Background: an optimization exercise with open tools, aiming at small area, a short achievable clock period and few clock cycles per item. Do not read the settings as production practice. RTL that was checked went through simulation tests only; none was proved equivalent to the original. For run 1, only the layout was checked, not whether the RTL still works.

## flow/design.v (module list and top-level ports; edited modules follow where they fit)
// module lre_div: 60 lines
// module lre_booth: 12 lines
// module lre_axis: 3204 lines
// module lre_back: 93 lines
// module lidar_roi_depth_estimator: 192 lines
module lidar_roi_depth_estimator (
  input  logic               clk,
  input  logic               rst_n,
  input  logic               start,
  output logic               busy,
  input  logic               in_op,
  input  logic [11:0]        in_box_center_col,
  input  logic [11:0]        in_box_center_row,
  input  logic [11:0]        in_box_width,
  input  logic [11:0]        in_box_height,
  input  logic signed [19:0] in_point_fwd,
  input  logic signed [19:0] in_point_left,
  input  logic signed [19:0] in_point_up,
  input  logic               in_last_point,
  output logic               out_valid,
  output logic               out_measured,
  output logic signed [20:0] out_depth_mm,
  output logic [16:0]        out_inside_count,
  input  logic               cfg_we,
  input  logic [2:0]         cfg_index,
  input  logic [15:0]        cfg_wdata
);
  // ...
==> flow/run.sh <==
#!/bin/bash
# synth_recipe.tcl (not shown) runs the flow's synth.tcl, then flattens the netlist and writes it again
# the make line also repeats each setting of config.mk as NAME=value (left out here)
make -C /OpenROAD-flow-scripts/flow DESIGN_CONFIG=/design/flow/config.mk WORK_HOME=/design/flow/orfs CLKGATE_MAP_FILE= SYNTH_SCRIPT=/design/flow/synth_recipe.tcl finish
==> flow/config.mk <==
export PLATFORM = sky130hd
export DESIGN_NAME = lidar_roi_depth_estimator
export DESIGN_NICKNAME = lidar_roi_depth_estimator
export VERILOG_FILES = /design/flow/design.v
export SDC_FILE = /design/flow/constraint.sdc
export NUM_CORES = 4
export LEC_CHECK = 0
export ABC_AREA = 1
export CAP_MARGIN = 70
export CORE_MARGIN = 2
export CORE_UTILIZATION = 40
export SLEW_MARGIN = 70
==> flow/constraint.sdc <==
create_clock -name core_clock -period 11.0 [get_ports {clk}]
set_input_delay 2.2000 -clock core_clock [delete_from_list [all_inputs] [get_ports {clk}]]
set_output_delay 2.2000 -clock core_clock [all_outputs]
set_load 0.01 [all_outputs]
==> out/summary.txt, run 1 <==
Hold_sp: cz3[1]
Invs w/o clock: 2,048
Hold Path Depth: 0
Per-cell routed wire length: 23.6 um
Top Layer Used: met5
ClkCell Share: 4.37%
Post-synth EDFFs: 159
Seq cells: 1,100
DR DRC count: 0
Hold Crit Class: reg -> reg
Worst setup path startpoint: u_back.u_div.den_r[12]
Area contributors post-synth: fa_1 22%, dfxtp_1 21%, xor2_1 11%, inv_1 8.2%, ha_1 6.9%
Levels on crit path: 22
Top cell type's share of synthesized area: 22.0%
Count of cell types in the netlist: 57
Max-Cap Viols: 0
Sequential area share after synthesis: 26.9%
Multi-input logic area: 55,100 um2
Worst hold endpoint: cz4[1]
Hold buffer count at cts: 0
Top cell category: multi-input combinational cells
Final hold slack: 0.327 ns
Initial antenna violation count: 17
Post-synthesis xor/xnor area fraction: 11.5%
CTS tree: built
Core ar.: 219,000 um2
YS warnings: 4
M2 GR Usage: 41.1%
Storage cell area: 23,700 um2
Status: no timing/DRC/antenna violations
Gate Count Post-Synth: 10,000
Metal2 WL: 131,000 um
Post-CTS resize count: 0
Post-synthesis compound-gate area fraction: 12.4%
Seq area share: 24.2%
Largest regs: u_back.qs0_r (36), u_back.qs1_r (36), u_back.sum_r (36)
Pre-CTS setup slack: 6.19 ns
GPL Wtd Cong: 0.973
Vias per cell: 5.50
==> module lidar_roi_depth_estimator, before the edit <==
module lidar_roi_depth_estimator (
  input  logic               clk,
  input  logic               rst_n,
  input  logic               start,
  output logic               busy,
  input  logic               in_op,
  input  logic [11:0]        in_box_center_col,
  input  logic [11:0]        in_box_center_row,
  input  logic [11:0]        in_box_width,
  input  logic [11:0]        in_box_height,
  input  logic signed [19:0] in_point_fwd,
  input  logic signed [19:0] in_point_left,
  input  logic signed [19:0] in_point_up,
  input  logic               in_last_point,
  output logic               out_valid,
  output logic               out_measured,
  output logic signed [20:0] out_depth_mm,
  output logic [16:0]        out_inside_count,
  input  logic               cfg_we,
  input  logic [2:0]         cfg_index,
  input  logic [15:0]        cfg_wdata
);
  logic [26:0]        fd_x, fd_y;
  logic [15:0]        principal_x, principal_y;
  logic [26:0]        fd_w;
  localparam logic [26:0] FD_RESET = 27'b000_001_110_001_010_110_000_000_000;
  lre_booth #(.N(18)) u_bfw (.y({2'b00, cfg_wdata}), .d(fd_w));
  logic signed [15:0] off_right, off_down, off_fwd;
  always_ff @(posedge clk) begin
    if (!rst_n) begin
      fd_x        <= FD_RESET;
      fd_y        <= FD_RESET;
      principal_x <= 16'd5120;
      principal_y <= 16'd3840;
      off_right   <= -16'sd37;
      off_down    <= 16'sd32;
      off_fwd     <= 16'sd48;
    end else if (cfg_we) begin
      case (cfg_index)
        REG_FOCAL_X:     fd_x        <= fd_w;
        REG_FOCAL_Y:     fd_y        <= fd_w;
        REG_PRINCIPAL_X: principal_x <= cfg_wdata;
        REG_PRINCIPAL_Y: principal_y <= cfg_wdata;
        REG_OFF_RIGHT:   off_right   <= cfg_wdata;
        REG_OFF_DOWN:    off_down    <= cfg_wdata;
        REG_OFF_FWD:     off_fwd     <= cfg_wdata;
        default: ;
      endcase
    end
  end
  logic               accept;
  logic               v1, op1, last1;
  logic [11:0]        col1, row1, wid1, hgt1;
  logic signed [19:0] fwd1, lft1, up1;
  logic               pop;
  assign accept = rst_n && start && !busy;
  always_ff @(posedge clk) begin
    op1   <= in_op;
    last1 <= in_last_point;
    col1  <= in_box_center_col;
    row1  <= in_box_center_row;
    wid1  <= in_box_width;
    hgt1  <= in_box_height;
    fwd1  <= in_point_fwd;
    lft1  <= in_point_left;
    up1   <= in_point_up;
  end
  logic [5:0] s1_r, s2_r, s1_dec, s2_dec, s1_nx, s2_nx;
  logic       last_acc;
  assign last_acc = accept && in_op && in_last_point;
  assign s1_dec   = (s1_r == 6'd0) ? 6'd0 : s1_r - 6'd1;
  assign s2_dec   = (s2_r == 6'd0) ? 6'd0 : s2_r - 6'd1;
  assign s1_nx    = last_acc ? ((s1_r > 6'd1) ? s1_r + 6'd11 : 6'd12) : s1_dec;
  assign s2_nx    = last_acc ? s1_dec : s2_dec;
  always_ff @(posedge clk) begin
    if (!rst_n) begin
      v1   <= 1'b0;
      s1_r <= 6'd0;
      s2_r <= 6'd0;
      busy <= 1'b0;
    end else begin
      v1   <= accept;
      s1_r <= s1_nx;
      s2_r <= s2_nx;
      busy <= last_acc ? (s1_dec > 6'd12) : (s2_dec > 6'd12);
    end
  end
  logic signed [13:0] lo_x, hi_x, lo_y, hi_y;
  logic signed [13:0] ka_x, ka_y;
  logic signed [11:0] vw_x, vw_y;
  logic               ca_x, cb_x, ca_y, cb_y;
  logic [26:0]        pd_x, pd_y;     
  logic [17:0]        vd_x, vd_y;     
  logic [17:0]        vd_xn, vd_yn;
  logic [26:0]        pd_xn, pd_yn;
  logic signed [17:0] pa_x, pa_y;
  localparam logic [17:0] VD_RESET = 18'b000_000_000_000_001_110;
  assign lo_x = $signed({2'b0, col1}) - $signed({4'd0, wid1[11:2]});
  assign hi_x = $signed({2'b0, col1}) + $signed({4'd0, wid1[11:2]});
  assign lo_y = $signed({2'b0, row1}) - $signed({4'd0, hgt1[11:2]});
  assign hi_y = $signed({2'b0, row1}) + $signed({4'd0, hgt1[11:2]});
  assign vw_x = -$signed({1'b0, wid1[11:2], 1'b0}) + $signed({11'd0, !lo_x[13]})
                + $signed({11'd0, hi_x == 14'sd0});
  assign vw_y = -$signed({1'b0, hgt1[11:2], 1'b0}) + $signed({11'd0, !lo_y[13]})
                + $signed({11'd0, hi_y == 14'sd0});
  always_ff @(posedge clk) begin
    if (!rst_n) begin
      ka_x <= 14'sd1;
      ka_y <= 14'sd1;
      vd_x <= VD_RESET;
      vd_y <= VD_RESET;
      ca_x <= 1'b0;
      cb_x <= 1'b1;
      ca_y <= 1'b0;
      cb_y <= 1'b1;
    end else if (v1 && op1 == OP_BOX) begin
      ka_x <= lo_x[13] ? lo_x : lo_x + 14'sd1;
      ca_x <= lo_x[13];
      cb_x <= (hi_x == 14'sd0);
      vd_x <= vd_xn;
      ka_y <= lo_y[13] ? lo_y : lo_y + 14'sd1;
      ca_y <= lo_y[13];
      cb_y <= (hi_y == 14'sd0);
      vd_y <= vd_yn;
    end
  end
  assign pa_x = $signed({2'b0, principal_x}) - $signed({ka_x, 4'd0});
  assign pa_y = $signed({2'b0, principal_y}) - $signed({ka_y, 4'd0});
  lre_booth #(.N(12)) u_bvx (.y(vw_x), .d(vd_xn));
  lre_booth #(.N(12)) u_bvy (.y(vw_y), .d(vd_yn));
  lre_booth #(.N(18)) u_bpx (.y(pa_x), .d(pd_xn));
  lre_booth #(.N(18)) u_bpy (.y(pa_y), .d(pd_yn));
  always_ff @(posedge clk) begin
    pd_x <= pd_xn;
    pd_y <= pd_yn;
  end
  logic               v2, op2, last2;
  logic signed [20:0] cx2, cy2, cz2;
  always_ff @(posedge clk) begin
    op2   <= op1;
    last2 <= last1;
    cx2   <= 21'(off_right) - 21'(lft1);
    cy2   <= 21'(off_down) - 21'(up1);
    cz2   <= 21'(off_fwd) + 21'(fwd1);
    if (!rst_n) v2 <= 1'b0;
    else        v2 <= v1;
  end
  logic        v3, op3, last3, pos3;
  logic [19:0] cz3;
  logic        v4, op4, last4, pos4, in_x4, in_y4;
  logic [19:0] cz4;
  lre_axis u_ax (
    .clk(clk), .fd(fd_x), .c(cx2), .cz(cz2[19:0]),
    .pd(pd_x), .vd(vd_x), .ca(ca_x), .cb(cb_x), .in_r(in_x4)
  );
  lre_axis u_ay (
    .clk(clk), .fd(fd_y), .c(cy2), .cz(cz2[19:0]),
    .pd(pd_y), .vd(vd_y), .ca(ca_y), .cb(cb_y), .in_r(in_y4)
  );
  always_ff @(posedge clk) begin
    op3   <= op2;
    last3 <= last2;
    pos3  <= (cz2 > 21'sd0);
    cz3   <= cz2[19:0];
    op4   <= op3;
    last4 <= last3;
    pos4  <= pos3;
    cz4   <= cz3;
    if (!rst_n) begin
      v3 <= 1'b0;
      v4 <= 1'b0;
    end else begin
      v3 <= v2;
      v4 <= v3;
    end
  end
  lre_back u_back (
    .clk             (clk),
    .rst_n           (rst_n),
    .off_fwd         (off_fwd),
    .v               (v4),
    .op              (op4),
    .last            (last4),
    .hit             (pos4 && in_x4 && in_y4),
    .cz              (cz4),
    .pop             (pop),
    .out_valid       (out_valid),
    .out_measured    (out_measured),
    .out_depth_mm    (out_depth_mm),
    .out_inside_count(out_inside_count)
  );
endmodule
==> run 2: changes to the inputs <==
--- a/flow/design.v
+++ b/flow/design.v
@@ -3435,2 +3435,3 @@
   logic signed [19:0] fwd1, lft1, up1;
+  logic [1:0]         pend_r, pend_nx;
   logic               pop;
@@ -3448,20 +3449,15 @@
   end
-  logic [5:0] s1_r, s2_r, s1_dec, s2_dec, s1_nx, s2_nx;
-  logic       last_acc;
-  assign last_acc = accept && in_op && in_last_point;
-  assign s1_dec   = (s1_r == 6'd0) ? 6'd0 : s1_r - 6'd1;
-  assign s2_dec   = (s2_r == 6'd0) ? 6'd0 : s2_r - 6'd1;
-  assign s1_nx    = last_acc ? ((s1_r > 6'd1) ? s1_r + 6'd11 : 6'd12) : s1_dec;
-  assign s2_nx    = last_acc ? s1_dec : s2_dec;
+  logic [1:0] pend_p0, pend_p1;
+  assign pend_p0 = pend_r - {1'b0, pop};
+  assign pend_p1 = pend_r + {1'b0, !pop};
+  assign pend_nx = (accept && in_op && in_last_point) ? pend_p1 : pend_p0;
   always_ff @(posedge clk) begin
     if (!rst_n) begin
-      v1   <= 1'b0;
-      s1_r <= 6'd0;
-      s2_r <= 6'd0;
-      busy <= 1'b0;
+      v1     <= 1'b0;
+      pend_r <= 2'd0;
+      busy   <= 1'b0;
     end else begin
-      v1   <= accept;
-      s1_r <= s1_nx;
-      s2_r <= s2_nx;
-      busy <= last_acc ? (s1_dec > 6'd12) : (s2_dec > 6'd12);
+      v1     <= accept;
+      pend_r <= pend_nx;
+      busy   <= (pend_nx >= 2'd2);
     end
--- a/flow/config.mk
+++ b/flow/config.mk
@@ -8,5 +8,5 @@
 export ABC_AREA = 1
-export CAP_MARGIN = 70
+export CAP_MARGIN = 20
 export CORE_MARGIN = 2
 export CORE_UTILIZATION = 40
-export SLEW_MARGIN = 70
+export SLEW_MARGIN = 20
==> run 2 against run 1 <==
  * Utilization down 0.33 points
  * Design area down 1.5%
  * Global-route usage down 0.38 points
  * Critical endpoint is now u_ay.tas679_q
  * Largest cell class unchanged
==> out/summary.txt, run 2 <==
H-Tree Depth: 3 (unchanged)
Per-cell routed wire length: 23.2 um (was 23.6 um)
Most frequent cells in the layout: 1,940 x inv_1, 1,116 x nand2_1, 1,099 x xor2_1 (was 1,832 x inv_1, 1,075 x nand2_1, 1,068 x xor2_1)
Max Slew Vio Count: 0 (unchanged)
Post-synth top cells: 1,944 x inv_1, 1,116 x nand2_1, 1,099 x xor2_1 (was 1,920 x inv_1, 1,095 x xor2_1, 1,078 x nand2_1)
CP max-delay cell: clkinv_1 (was edfxtp_1)
DIE HEIGHT: 472 um (was 473 um)
1st-pass router iterations: 9 (unchanged)
Hold buffer count at cts: 0 (unchanged)
Vias per cell: 5.45 (was 5.50)
Worst setup path startpoint: pd_y[14] (was u_back.u_div.den_r[12])
Slew @ Worst Pin: 1.23 ns (was 0.512 ns)
Post-synthesis cell area: 87,500 um2 (was 87,800 um2)
All-Layer GR Usage: 26.7% (was 27.0%)
Count of cell types in the netlist: 63 (was 57)
CP top delay family: adder cells (was simple AND/OR/NAND/NOR gates)
Global route overflow: 0 (unchanged)
Initial antenna violation count: 25 (was 17)
Avg Cell Area, Syn: 8.74 um2 (was 8.75 um2)
Final Non-Filler Cells: 12,900 (about the same)
Clock transition at path regs: 0.07 ns (was 0.06 ns)
Asr flop ratio synth: 0% (unchanged)
DR DRC count: 0 (unchanged)
YS warnings: 4 (unchanged)
Vias in the first global route: 71,600 (was 71,900)
Initial core utilization: 40.3% (was 40.1%)
Worst r2r src: pd_y[14] (was u_back.u_div.den_r[12])
Rel. slew slack: 18.1% (was 65.8%)
Placed Cells: 12,600 (was 12,700)
Num ports: 174 (unchanged)
Pin count of the biggest net entering global routing: 87 (was 68)
Core ar.: 217,000 um2 (was 219,000 um2)
Postcts setup bufs: 0 (unchanged)
First-pass GRT wire length: 449,000 um (was 454,000 um)
Crit end category: flop (unchanged)
DR vias: 70,300 (was 71,100)
Clock sinks: 1,089 (was 1,100)
Iter 0 DRT Violations: 7,078 (was 7,572)
Critical path, cell by cell: clkinv_1, xor2_1, fa_1, fa_1, inv_1, fa_1, inv_1, fa_1, inv_1, fa_1 (was inv_1, ha_1, a21oi_1, nand2_1, nand2_1, nand2_1, nor2_2, nand2_2, nand2_1, nand2_2, o21ai_1, ha_1, a21oi_1, o21ai_0, a21oi_1, nand2_1, nor2_1, nand3_2, nand2_2, nand2_1, nand3_1, nand2_1)
Post-synth EDFFs: 159 (unchanged)
Port Buffers: 168 (unchanged)
Layout fillers: 21,300 (was 21,100)
Storage cell area: 23,400 um2 (was 23,700 um2)
Largest regs: u_back.qs0_r (36), u_back.qs1_r (36), u_back.sum_r (36) (unchanged)
GPL Wtd Cong: 0.984 (was 0.973)
Clock Latency Late Sink: 0.84 ns (was 0.82 ns)
Sum Neg Setup Slack: 0 ns (unchanged)
CP required: 11.66 ns (was 11.55 ns)
Crit path kind: reg -> reg (unchanged)
Hold Vio Cnt, Final: 0 (unchanged)
Area contributors post-synth: fa_1 22%, dfxtp_1 21%, xor2_1 11%, inv_1 8.3%, ha_1 6.9% (was fa_1 22%, dfxtp_1 21%, xor2_1 11%, inv_1 8.2%, ha_1 6.9%)
Period Utilization, post-route: 47.9% (was 44.0%)
Fraction of layout cells with a size suffix above 1: 4.36% (was 7.16%)
CP Launch Type: flop (unchanged)
Arrival time worst endpoint: 5.93 ns (was 5.40 ns)
Synth Net Count: 11,600 (about the same)
Final setup violating endpoints: 0 (unchanged)
Clock Skew: 0.0800 ns (was 0.0418 ns)
Hold_sp: last1 (was cz3[1])
Chip Width: 472 um (was 473 um)
RSZ-0062 raised after global routing: false (unchanged)
Post-DP HPWL: 225,000 um (was 230,000 um)
Top_reg_cell synth: dfxtp_1 (unchanged)
Routed Antenna Nets: 0 (unchanged)
Clk buf depth: 3 (unchanged)
Synth Register Bits: 1,089 (was 1,100)
Multi-input logic area: 54,500 um2 (was 55,100 um2)
Crit-path most repeated cell: fa_1 (was nand2_1)
Most common cell after layout, fill and taps aside: inv_1 (unchanged)
Fmax: 190 MHz (was 206 MHz)
Die area: 223,000 um2 (about the same)
Most common cell in the netlist: inv_1 (unchanged)
Root buf cell: clkbuf_16 (unchanged)
Hold Crit Class: reg -> reg (unchanged)
Crit path max fanout: 13 (was 19)
Area grow syn2layout: 9.87% (was 11.2%)
Tmin final: 5.27 ns (was 4.84 ns)
Area leader, netlist: fa_1 (unchanged)
CTS Buf Count: 121 (was 120)
Slowest stage delay, CP: 1.08 ns (was 0.38 ns)
Row count: 171 (was 172)
Max-Cap Viols: 0 (unchanged)
Total Wirelength: 300,000 um (was 305,000 um)
Gate Count Post-Synth: 10,000 (about the same)
Top cell type's share of synthesized area: 22.0% (about the same)
CTS tree: built (unchanged)
Status: no timing/DRC/antenna violations (unchanged)
Sequential area share after synthesis: 26.7% (was 26.9%)
Layout net count: 11,500 (about the same)
Crit path buf inv count: 4 (was 1)
Post-CTS resize count: 0 (unchanged)
run 2: final timing paths:
check	to	slack [ns]	cells after the start
min reg2reg	last2	0.29	0
max	u_ay.tas679_q	5.73	10
min	last2	0.29	0
max reg2reg	u_ay.tas679_q	5.73	10
run 2: kinds of logic after synthesis:
family	synth area share, %
xor+xnor	11.6
compound gates	12.4
fa+ha+maj	28.9
buf+inv	11.1
flops	26.7
simple gates	9.21
mux	0.121
other cells	0.00428
run 2: per-layer routing:
metal  vias up  GRT usage [%]  part of all wire, %
met5         -              0                0.013
met4         6           16.0                  6.6
met3       875           6.07                  9.7
met2      3528           40.7                   43
met1     34200           34.4                   40
li1      31600              -                    -
run 2: area by class of cell:
class | count | share of cell area (%)
sequential | 1089 | 24.3
antenna | 25 | 0.0650
timing repair buffer | 264 | 2.52
multi-input combinational | 6360 | 56.6
tap | 2854 | 3.71
clock inverter | 64 | 1.08
inverter | 2072 | 8.09
clock buffer | 163 | 3.57
run 2: stage by stage:
step                util, %  hold slack (ns)  setup WS, ns  instance area, um2
floorplan                 -            0.310          7.06               87500
global placement       42.1            0.310          5.86               91600
detailed placement     42.1            0.312          5.85               91600
CTS                    44.2            0.275          5.88               96100
global route           44.2            0.286          5.64               96200
finish                 44.2            0.286          5.73               96200
run 2: worst reg2reg max path, cell delays in order (launching register included):
cell      delay [ns]
dfxtp_1         1.03
clkinv_1        1.09
xor2_1          0.53
fa_1            0.47
fa_1            0.54
inv_1           0.06
fa_1            0.40
inv_1           0.08
fa_1            0.40
inv_1           0.08
fa_1            0.40
Testbench counts of run 2, summed over its fixed seeds: cycles 10,002, items 9,693.
==> module lre_div, before the edit <==
module lre_div (
  input  logic        clk,
  input  logic        rst_n,
  input  logic        go,
  input  logic [35:0] num,
  input  logic [16:0] den,
  output logic        busy,
  output logic        done,      
  output logic [19:0] quo,
  output logic [16:0] rem,
  output logic [16:0] den_q
);
  logic [19:0] sh_r;
  logic [16:0] rem_r, den_r;
  logic [3:0]  cnt_r;
  logic        busy_r, done_r;
  logic [17:0] t1, t2, d1, d2;
  logic [16:0] r1, r2;
  logic        q1, q2;
  assign t1 = {rem_r, sh_r[19]};
  assign d1 = t1 - {1'b0, den_r};
  assign q1 = !d1[17];
  assign r1 = q1 ? d1[16:0] : t1[16:0];
  assign t2 = {r1, sh_r[18]};
  assign d2 = t2 - {1'b0, den_r};
  assign q2 = !d2[17];
  assign r2 = q2 ? d2[16:0] : t2[16:0];
  assign busy  = busy_r;
  assign done  = done_r;
  assign quo   = sh_r;
  assign rem   = rem_r;
  assign den_q = den_r;
  always_ff @(posedge clk) begin
    if (go) begin
      rem_r <= {1'b0, num[35:20]};
      sh_r  <= num[19:0];
      den_r <= den;
    end else if (busy_r) begin
      rem_r <= r2;
      sh_r  <= {sh_r[17:0], q1, q2};
    end
    if (!rst_n) begin
      busy_r <= 1'b0;
      done_r <= 1'b0;
      cnt_r  <= '0;
    end else begin
      done_r <= 1'b0;
      if (go) begin
        busy_r <= 1'b1;
        cnt_r  <= 4'd10;
      end else if (busy_r) begin
        cnt_r <= cnt_r - 4'd1;
        if (cnt_r == 4'd1) begin
          busy_r <= 1'b0;
          done_r <= 1'b1;
        end
      end
    end
  end
endmodule
==> run 3: changes to the inputs <==
--- a/flow/design.v
+++ b/flow/design.v
@@ -25,15 +25,28 @@
   logic [16:0] rem_r, den_r;
+  logic [18:0] den3_r;
   logic [3:0]  cnt_r;
   logic        busy_r, done_r;
-  logic [17:0] t1, t2, d1, d2;
-  logic [16:0] r1, r2;
-  logic        q1, q2;
-  assign t1 = {rem_r, sh_r[19]};
-  assign d1 = t1 - {1'b0, den_r};
-  assign q1 = !d1[17];
-  assign r1 = q1 ? d1[16:0] : t1[16:0];
-  assign t2 = {r1, sh_r[18]};
-  assign d2 = t2 - {1'b0, den_r};
-  assign q2 = !d2[17];
-  assign r2 = q2 ? d2[16:0] : t2[16:0];
+  logic [18:0] t;
+  logic [19:0] d1, d2, d3;
+  logic [16:0] rn;
+  logic [1:0]  qd;
+  assign t  = {rem_r, sh_r[19:18]};
+  assign d1 = {1'b0, t} - {3'b0, den_r};
+  assign d2 = {1'b0, t} - {2'b0, den_r, 1'b0};
+  assign d3 = {1'b0, t} - {1'b0, den3_r};
+  always_comb begin
+    if (!d3[19]) begin
+      qd = 2'd3;
+      rn = d3[16:0];
+    end else if (!d2[19]) begin
+      qd = 2'd2;
+      rn = d2[16:0];
+    end else if (!d1[19]) begin
+      qd = 2'd1;
+      rn = d1[16:0];
+    end else begin
+      qd = 2'd0;
+      rn = t[16:0];
+    end
+  end
   assign busy  = busy_r;
@@ -45,8 +58,9 @@
     if (go) begin
-      rem_r <= {1'b0, num[35:20]};
-      sh_r  <= num[19:0];
-      den_r <= den;
+      rem_r  <= {1'b0, num[35:20]};
+      sh_r   <= num[19:0];
+      den_r  <= den;
+      den3_r <= {2'b0, den} + {1'b0, den, 1'b0};
     end else if (busy_r) begin
-      rem_r <= r2;
-      sh_r  <= {sh_r[17:0], q1, q2};
+      rem_r <= rn;
+      sh_r  <= {sh_r[17:0], qd};
     end
@@ -3432,6 +3446,4 @@
   logic               accept;
-  logic               v1, op1, last1;
+  logic               vb1;
   logic [11:0]        col1, row1, wid1, hgt1;
-  logic signed [19:0] fwd1, lft1, up1;
-  logic [1:0]         pend_r, pend_nx;
   logic               pop;
@@ -3439,4 +3451,2 @@
   always_ff @(posedge clk) begin
-    op1   <= in_op;
-    last1 <= in_last_point;
     col1  <= in_box_center_col;
@@ -3445,19 +3455,21 @@
     hgt1  <= in_box_height;
-    fwd1  <= in_point_fwd;
-    lft1  <= in_point_left;
-    up1   <= in_point_up;
   end
-  logic [1:0] pend_p0, pend_p1;
-  assign pend_p0 = pend_r - {1'b0, pop};
-  assign pend_p1 = pend_r + {1'b0, !pop};
-  assign pend_nx = (accept && in_op && in_last_point) ? pend_p1 : pend_p0;
+  logic [5:0] s1_r, s2_r, s1_dec, s2_dec, s1_nx, s2_nx;
+  logic       last_acc;
+  assign last_acc = accept && in_op && in_last_point;
+  assign s1_dec   = (s1_r == 6'd0) ? 6'd0 : s1_r - 6'd1;
+  assign s2_dec   = (s2_r == 6'd0) ? 6'd0 : s2_r - 6'd1;
+  assign s1_nx    = last_acc ? s1_r + 6'd11 : s1_dec;
+  assign s2_nx    = last_acc ? s1_dec : s2_dec;
   always_ff @(posedge clk) begin
     if (!rst_n) begin
-      v1     <= 1'b0;
-      pend_r <= 2'd0;
-      busy   <= 1'b0;
+      vb1  <= 1'b0;
+      s1_r <= 6'd0;
+      s2_r <= 6'd0;
+      busy <= 1'b0;
     end else begin
-      v1     <= accept;
-      pend_r <= pend_nx;
-      busy   <= (pend_nx >= 2'd2);
+      vb1  <= accept && in_op == OP_BOX;
+      s1_r <= s1_nx;
+      s2_r <= s2_nx;
+      busy <= last_acc ? (s1_dec > 6'd11) : (s2_dec > 6'd11);
     end
@@ -3465,3 +3477,3 @@
   logic signed [13:0] lo_x, hi_x, lo_y, hi_y;
-  logic signed [13:0] ka_x, ka_y;
+  logic signed [13:0] ka_x, ka_y, ka_xn, ka_yn;
   logic signed [11:0] vw_x, vw_y;
@@ -3474,10 +3486,12 @@
   localparam logic [17:0] VD_RESET = 18'b000_000_000_000_001_110;
-  assign lo_x = $signed({2'b0, col1}) - $signed({4'd0, wid1[11:2]});
-  assign hi_x = $signed({2'b0, col1}) + $signed({4'd0, wid1[11:2]});
-  assign lo_y = $signed({2'b0, row1}) - $signed({4'd0, hgt1[11:2]});
-  assign hi_y = $signed({2'b0, row1}) + $signed({4'd0, hgt1[11:2]});
-  assign vw_x = -$signed({1'b0, wid1[11:2], 1'b0}) + $signed({11'd0, !lo_x[13]})
-                + $signed({11'd0, hi_x == 14'sd0});
-  assign vw_y = -$signed({1'b0, hgt1[11:2], 1'b0}) + $signed({11'd0, !lo_y[13]})
-                + $signed({11'd0, hi_y == 14'sd0});
+  assign lo_x  = $signed({2'b0, col1}) - $signed({4'd0, wid1[11:2]});
+  assign hi_x  = $signed({2'b0, col1}) + $signed({4'd0, wid1[11:2]});
+  assign lo_y  = $signed({2'b0, row1}) - $signed({4'd0, hgt1[11:2]});
+  assign hi_y  = $signed({2'b0, row1}) + $signed({4'd0, hgt1[11:2]});
+  assign ka_xn = lo_x[13] ? lo_x : lo_x + 14'sd1;
+  assign ka_yn = lo_y[13] ? lo_y : lo_y + 14'sd1;
+  assign vw_x  = -$signed({1'b0, wid1[11:2], 1'b0}) + $signed({11'd0, !lo_x[13]})
+                 + $signed({11'd0, hi_x == 14'sd0});
+  assign vw_y  = -$signed({1'b0, hgt1[11:2], 1'b0}) + $signed({11'd0, !lo_y[13]})
+                 + $signed({11'd0, hi_y == 14'sd0});
   always_ff @(posedge clk) begin
@@ -3492,4 +3506,4 @@
       cb_y <= 1'b1;
-    end else if (v1 && op1 == OP_BOX) begin
-      ka_x <= lo_x[13] ? lo_x : lo_x + 14'sd1;
+    end else if (vb1) begin
+      ka_x <= ka_xn;
       ca_x <= lo_x[13];
@@ -3497,3 +3511,3 @@
       vd_x <= vd_xn;
-      ka_y <= lo_y[13] ? lo_y : lo_y + 14'sd1;
+      ka_y <= ka_yn;
       ca_y <= lo_y[13];
@@ -3503,4 +3517,4 @@
   end
-  assign pa_x = $signed({2'b0, principal_x}) - $signed({ka_x, 4'd0});
-  assign pa_y = $signed({2'b0, principal_y}) - $signed({ka_y, 4'd0});
+  assign pa_x = $signed({2'b0, principal_x}) - $signed({(vb1 ? ka_xn : ka_x), 4'd0});
+  assign pa_y = $signed({2'b0, principal_y}) - $signed({(vb1 ? ka_yn : ka_y), 4'd0});
   lre_booth #(.N(12)) u_bvx (.y(vw_x), .d(vd_xn));
@@ -3516,9 +3530,9 @@
   always_ff @(posedge clk) begin
-    op2   <= op1;
-    last2 <= last1;
-    cx2   <= 21'(off_right) - 21'(lft1);
-    cy2   <= 21'(off_down) - 21'(up1);
-    cz2   <= 21'(off_fwd) + 21'(fwd1);
+    op2   <= in_op;
+    last2 <= in_last_point;
+    cx2   <= 21'(off_right) - 21'(in_point_left);
+    cy2   <= 21'(off_down) - 21'(in_point_up);
+    cz2   <= 21'(off_fwd) + 21'(in_point_fwd);
     if (!rst_n) v2 <= 1'b0;
-    else        v2 <= v1;
+    else        v2 <= accept;
   end
--- a/flow/config.mk
+++ b/flow/config.mk
@@ -8,5 +8,5 @@
 export ABC_AREA = 1
-export CAP_MARGIN = 20
+export CAP_MARGIN = 70
 export CORE_MARGIN = 2
 export CORE_UTILIZATION = 40
-export SLEW_MARGIN = 20
+export SLEW_MARGIN = 70
==> run 3 against run 2 <==
  * First-iteration DRC count down 15%
  * Design area up 1.0%
  * Still clean
  * Critical endpoint is now u_back.out_depth_mm[19]
  * Sequential share of layout area down 0.67 points
  * Setup slack better by 0.49 ns
==> out/summary.txt, run 3 <==
Status: no timing/DRC/antenna violations (unchanged)
Top_reg_cell synth: dfxtp_1 (unchanged)
Period Utilization, post-route: 43.5% (was 47.9%)
Synth Area in Simple Gates: 8.33% (was 9.21%)
Clock transition at path regs: 0.07 ns (about the same)
Iter 0 DRT Violations: 6,001 (was 7,078)
Crit path kind: reg -> reg (unchanged)
Core ar.: 217,000 um2 (unchanged)
H-Tree Depth: 3 (unchanged)
Area grow syn2layout: 11.0% (was 9.87%)
CTS tree: built (unchanged)
Worst hold endpoint: op3 (was last2)
Top cell type's share of synthesized area: 22.1% (was 22.0%)
Reg-to-Reg End: u_back.out_depth_mm[19] (was u_ay.tas679_q)
Final setup violating endpoints: 0 (unchanged)
RSZ-0062 raised after global routing: false (unchanged)
Synth Net Count: 11,500 (was 11,600)
Gate Count Post-Synth: 9,882 (was 10,000)
Sum Neg Setup Slack: 0 ns (unchanged)
Initial antenna violation count: 8 (was 25)
YS warnings: 4 (unchanged)
Pin count of the biggest net entering global routing: 66 (was 87)
Initial core utilization: 40.3% (about the same)
Arrival time worst endpoint: 5.51 ns (was 5.93 ns)
Clock sinks: 1,056 (was 1,089)
Post-DP HPWL: 215,000 um (was 225,000 um)
Postcts setup bufs: 0 (unchanged)
Vias in the first global route: 71,000 (was 71,600)
All-Layer GR Usage: 25.5% (was 26.7%)
Crit end category: flop (unchanged)
DR vias: 69,400 (was 70,300)
Worst reg2reg path depth: 25 (was 10)
Post-synth EDFFs: 177 (was 159)
Num ports: 174 (unchanged)
Mux contribution to synthesized area: 0.160% (was 0.121%)
Post-synth top cells: 1,863 x inv_1, 1,131 x xor2_1, 966 x fa_1 (was 1,944 x inv_1, 1,116 x nand2_1, 1,099 x xor2_1)
CP required: 11.73 ns (was 11.66 ns)
Largest family of logic cells by synthesized area: adder cells (unchanged)
Post-synthesis xor/xnor area fraction: 12.0% (was 11.6%)
Worst r2r src: off_fwd[1] (was pd_y[14])
Tmin final: 4.78 ns (was 5.27 ns)
Final WS setup: 6.22 ns (was 5.73 ns)
1st-pass router iterations: 6 (was 9)
Fmax: 209 MHz (was 190 MHz)
Fraction of layout cells with a size suffix above 1: 7.63% (was 4.36%)
Hold Crit Class: reg -> reg (unchanged)
Clk buf depth: 3 (unchanged)
First-pass GRT wire length: 434,000 um (was 449,000 um)
Vias per cell: 5.45 (about the same)
Hold buffer count at cts: 0 (unchanged)
Max-Cap Viols: 0 (unchanged)
Most common cell after layout, fill and taps aside: inv_1 (unchanged)
Largest regs: u_back.qs0_r (36), u_back.qs1_r (36), u_back.sum_r (36) (unchanged)
CP Launch Type: flop (unchanged)
Hold Path Depth: 0 (unchanged)
Pre-CTS setup slack: 5.79 ns (was 5.85 ns)
Hold_sp: op2 (was last1)
DR DRC count: 0 (unchanged)
Hold Vio Cnt, Final: 0 (unchanged)
Global route overflow: 0 (unchanged)
Reg2reg setup slack: 6.22 ns (was 5.73 ns)
Per-cell routed wire length: 22.6 um (was 23.2 um)
Layout net count: 11,400 (was 11,500)
Chip Width: 472 um (about the same)
Routed Antenna Nets: 0 (unchanged)
Avg Cell Area, Syn: 8.86 um2 (was 8.74 um2)
CTS Buf Count: 119 (was 121)
Post-synthesis compound-gate area fraction: 12.9% (was 12.4%)
DIE HEIGHT: 472 um (about the same)
Sequential area share after synthesis: 26.2% (was 26.7%)
Post-synthesis cell area: 87,500 um2 (about the same)
GPL Wtd Cong: 0.944 (was 0.984)
Most common cell in the netlist: inv_1 (unchanged)
Synth Area in Adders: 29.6% (was 28.9%)
Root buf cell: clkbuf_16 (unchanged)
Area leader, netlist: fa_1 (unchanged)
Most frequent cells in the layout: 1,772 x inv_1, 1,105 x xor2_1, 965 x fa_1 (was 1,940 x inv_1, 1,116 x nand2_1, 1,099 x xor2_1)
Area contributors post-synth: fa_1 22%, dfxtp_1 20%, xor2_1 11%, inv_1 8.0%, ha_1 7.5% (was fa_1 22%, dfxtp_1 21%, xor2_1 11%, inv_1 8.3%, ha_1 6.9%)
Asr flop ratio synth: 0% (unchanged)
Port Buffers: 168 (unchanged)
Clock Skew: 0.101 ns (was 0.0800 ns)
Post-CTS resize count: 0 (unchanged)
Layout fillers: 20,800 (was 21,300)
Total Wirelength: 287,000 um (was 300,000 um)
Clock Latency Late Sink: 0.83 ns (was 0.84 ns)
Die area: 223,000 um2 (about the same)
Row count: 171 (unchanged)
Count of cell types in the netlist: 75 (was 63)
Max Slew Vio Count: 0 (unchanged)
Synth Register Bits: 1,056 (was 1,089)
Crit path max fanout: 4 (was 13)
-- run 3: logic make-up (layout without fill, tap and decap cells) --
family                   count (synthesis)  after routing
buffers and inverters                 2499           2497
AO/OA/AOI/OAI                         1912           1912
AND/OR/NAND/NOR                       1709           1709
adder cells (fa/ha/maj)               1491           1491
XOR/XNOR                              1201           1201
flip-flops                            1056           1056
multiplexers                            13             13
other                                    1              2
-- run 3: metrics by stage --
| stage | hold WS [ns] | instances | instance area [um2] | utilization, % |
|---|---|---|---|---|
| floorplan | 0.310 | 9882 | 87500 | - |
| global placement | 0.311 | 12500 | 91500 | 42.1 |
| detailed placement | 0.312 | 12500 | 92700 | 42.6 |
| CTS | 0.319 | 12700 | 96900 | 44.6 |
| global route | 0.329 | 12700 | 97100 | 44.7 |
| finish | 0.321 | 12700 | 97100 | 44.7 |
-- run 3: worst max path at each step --
stage	start	end	slack (ns)	cells after the start
CTS	off_fwd[1]	u_back.out_depth_mm[19]	6.12	25
detailed placement	in_point_fwd[0]	cz2[20]	5.79	16
global placement	off_fwd[1]	u_back.out_depth_mm[19]	5.78	25
floorplan	in_point_up[0]	cy2[20]	6.73	14
finish	off_fwd[1]	u_back.out_depth_mm[19]	6.22	25
global route	u_back.u_div.sh_r[0]	u_back.out_depth_mm[18]	5.75	25
-- run 3: layout make-up --
| class | instances | area [um2] | share of cell area, % |
|---|---|---|---|
| Tap cell | 2854 | 3570 | 3.68 |
| Antenna cell | 1 | 2.50 | 0.00258 |
| Sequential cell | 1056 | 23000 | 23.7 |
| Clock buffer | 164 | 3440 | 3.54 |
| Inverter | 1993 | 7790 | 8.02 |
| Clock inverter | 54 | 721 | 0.742 |
| Multi-Input combinational cell | 6327 | 55700 | 57.3 |
| Timing Repair Buffer | 286 | 2970 | 3.06 |
-- run 3: routing by layer --
metal  vias up  routed length (um)  track usage (%)
met3       775               21900             4.53
met2      3145              129000             40.3
li1      31300                   -                -
met1     34200              118000             33.2
met5         -                  41                0
met4         6               18500             14.0
-- run 3: worst max-delay path: stages, from the launching register on --
cell and delay (ns):
dfxtp_1 0.38, inv_1 0.11, ha_1 0.30, a21boi_0 0.12
o21a_1 0.17, o21ai_0 0.15, nand2_1 0.08, a21o_1 0.16
a21oi_1 0.13, o21ai_0 0.15, nand4_1 0.11, o211ai_1 0.16
a31oi_2 0.36, ha_1 0.25, and3_1 0.18, nand2_1 0.07
nor2_1 0.13, nand2_1 0.08, nor2_1 0.16, nand3_1 0.24
nor4_4 0.28, nand4_1 0.21, nor2_1 0.17, nand4_1 0.22
a21oi_1 0.19, o21a_1 0.14
Testbench counts of run 3, summed over its fixed seeds: cycles 9,904, items 9,693.

-- what the ideal ports hide --
The flow's constraints put no driver on any port. The routed layouts listed below were extracted and timed again, unchanged, in two steps.
Step 1 assumes that a clkbuf_16 drives the clock port and a buf_2 every other input.
Step 2 also shifts input and output timing later by t, the mid clock arrival at the registers, as if the neighbouring blocks saw the same clock.
a / b / c = ideal ports / drivers / drivers and shift; a / b = the first two.
run	t, ns	setup WS [ns]	worst hold slack (ns)	worst setup path at the end
run 1	0.893	6.155 / 6.155 / 6.155	0.327 / 0.327 / 0.327	register to register
run 2	0.898	5.732 / 5.732 / 5.717	0.286 / 0.286 / 0.286	input to register
run 3	0.871	6.218 / 6.218 / 5.814	0.321 / 0.321 / 0.321	input to register
After both steps every run listed still meets setup and hold. The setup slack of run 3, which loses most, moves by 0.000 ns with the drivers and by -0.404 ns with both steps.
